Context: an optimization exercise on an open-source flow, tuned for small area and a short achievable clock period. The choices shown serve that exercise and are no tape-out recipe. Function was checked by simulation only, so behaviour that the tests miss may differ from the original. Power and IR drop assume default switching activity.

== exp/xenon ==
## ahb_slave_mem
module ahb_slave_mem #(
    parameter int ADDR_W      = 6,
    parameter int WAIT_STATES = 1
) (
    input  logic        Hclk,
    input  logic        Hresetn,
    input  logic        Hsel,
    input  logic [31:0] Haddr,
    input  logic        Hwrite,
    input  logic [2:0]  Hsize,
    input  logic [1:0]  Htrans,
    input  logic        Hready,
    input  logic [31:0] Hwdata,
    output logic        Hready_out,
    output logic        Hresp,
    output logic [31:0] Hrdata
);
    localparam int LO_W = ADDR_W / 2;
    localparam int HI_W = ADDR_W - LO_W;
    logic              busy_q;
    logic              err_q;
    logic [3:0]        wrw_q;
    logic [3:0]        wrr_q;
    logic [ADDR_W-1:0] slot_q;
    logic [2**LO_W-1:0] tlo_q;
    logic [2**HI_W-1:0] thi_q;
    logic              accept;
    logic              legal;
    logic [3:0]        be;
    logic [ADDR_W-1:0] slot_a;
    assign accept = Hsel & Hready & Htrans[1] & ~busy_q;
    assign legal = ((Haddr >> (ADDR_W + 2)) == 32'd0)
                 && (Hsize <= HSIZE_WORD)
                 && !((Hsize == HSIZE_HALF) && Haddr[0])
                 && !((Hsize == HSIZE_WORD) && (Haddr[1:0] != 2'b00));
    assign be[0] = Hsize[1] | (Hsize[0] & ~Haddr[1]) | (Haddr[1:0] == 2'd0);
    assign be[1] = Hsize[1] | (Hsize[0] & ~Haddr[1]) | (Haddr[1:0] == 2'd1);
    assign be[2] = Hsize[1] | (Hsize[0] &  Haddr[1]) | (Haddr[1:0] == 2'd2);
  ...
Size: about 4,700 cells after synthesis, about 110 I/O pins, ~62,000 sq um of cells after synthesis.
==> flow/config.mk <==
export PLATFORM = sky130hd
export DESIGN_NAME = ahb_slave_mem
export DESIGN_NICKNAME = ahb_slave_mem
export VERILOG_FILES = /design/flow/design.v
export SDC_FILE = /design/flow/constraint.sdc
export NUM_CORES = 4
export LEC_CHECK = 0
export CAP_MARGIN = 20
export CORE_MARGIN = 2
export CORE_UTILIZATION = 55
export CTS_BUF_LIST = sky130_fd_sc_hd__clkbuf_8 sky130_fd_sc_hd__clkbuf_16
export CTS_CLUSTER_DIAMETER = 100
export CTS_CLUSTER_SIZE = 30
export SETUP_SLACK_MARGIN = 3.5
export SLEW_MARGIN = 20
==> flow/constraint.sdc <==
create_clock -name core_clock -period 6.0 [get_ports {Hclk}]
set_input_delay 1.2000 -clock core_clock [delete_from_list [all_inputs] [get_ports {Hclk}]]
set_output_delay 1.2000 -clock core_clock [all_outputs]
set_load 0.01 [all_outputs]
standard.sh (not shown) runs the stock make flow with config.mk's settings and CLKGATE_MAP_FILE= SYNTH_SCRIPT=/design/flow/synth_recipe.tcl, a recipe that flattens the netlist after the stock synthesis.
==> flow/flow/run.sh <==
#!/bin/bash
# Layout flow: the standard synthesis, then its logic between the registers
# replaced by a hand-mapped netlist (flow/gen_netlist.py; same registers: names and cell types),
# then the standard ORFS flow from floorplan to finish, with plain buffers
# (not delay cells) on the ports.
set -euo pipefail
R=orfs/results/sky130hd/ahb_slave_mem/base

bash standard.sh synth > synth_standard.log 2>&1
python3 flow/gen_netlist.py $R/1_2_yosys.v > mapped.v 2> gen_netlist.log
cp $R/1_2_yosys.v yosys_standard.v
cp mapped.v $R/1_2_yosys.v
touch $R/1_2_yosys.v $R/1_2_yosys.sdc
rm -f $R/1_synth.odb $R/1_synth.sdc
bash standard.sh "BUFFER_PORTS_ARGS=-buffer_cell sky130_fd_sc_hd__buf_2" finish > flow_finish.log 2>&1
Other scripts of this flow, unchanged in this note and not shown: flow/flow/gen_netlist.py
Modified inputs, exp/harbor compared to exp/xenon
- CORE_UTILIZATION now 65, was 55
### Flow results
- In terms of worst hold slack, exp/harbor and exp/xenon differ only marginally.
- Cmp exp/xenon and exp/harbor / peak clock frequency supported by timing / higher: exp/harbor
- Per the comparison of exp/harbor with exp/xenon, worst setup slack after placement now sits lower; post-layout total power now sits lower; worst reg2reg path depth now sits higher; non-clock buffering overhead in the final layout now sits lower; met2 routed wirelength now sits lower.
Inputs modified between exp/harbor and exp/pepper:
- CORE_UTILIZATION changed from 65 to 75
--- outcome ---
exp/pepper went all the way through the flow, and no timing, DRC or antenna check failed. exp/pepper vs. exp/harbor: detailed-placement wirelength estimate lower; post-route minimum period higher; multi-input combinational gate total roughly the same; wire length of the first global-routing pass higher; clock power higher. Between exp/pepper and exp/harbor, the total power is lower for exp/harbor.

-- afterwards: timing with drivers on the ports --
Ports are ideal in the flow. The routed layouts listed here were re-timed in OpenROAD.
Step 1 (the two cells are an assumption about what drives the block):
set clk [get_ports {Hclk}]
set_driving_cell -lib_cell sky130_fd_sc_hd__clkbuf_16 $clk
set_driving_cell -lib_cell sky130_fd_sc_hd__buf_2 [delete_from_list [all_inputs] $clk]
Step 2 adds t to the input delays and takes it off the output delays; t is the mean of the earliest and latest rising clock arrival at the registers after step 1. Input paths then give back, and output paths get back, about the clock's delay inside the block.
a / b / c = ideal ports / drivers / drivers and shift; a / b = the first two.
run | t, ns | setup slack, ns | hold slack, ns | worst data-port slew with drivers (ns) | pins driven straight from the clock port
exp/xenon | 0.791 | 3.441 / 3.359 / 2.883 | 0.338 / 0.336 / 0.338 | 0.18 | 1
exp/harbor | 0.762 | 3.458 / 3.381 / 2.863 | 0.339 / 0.306 / 0.339 | 0.11 | 1
exp/pepper | 0.742 | 3.440 / 3.405 / 2.897 | 0.338 / 0.321 / 0.338 | 0.09 | 1
After both steps setup and hold are still met in every run listed. The setup slack of exp/harbor, which loses most, moves by -0.077 ns with the drivers and by -0.595 ns with both steps.
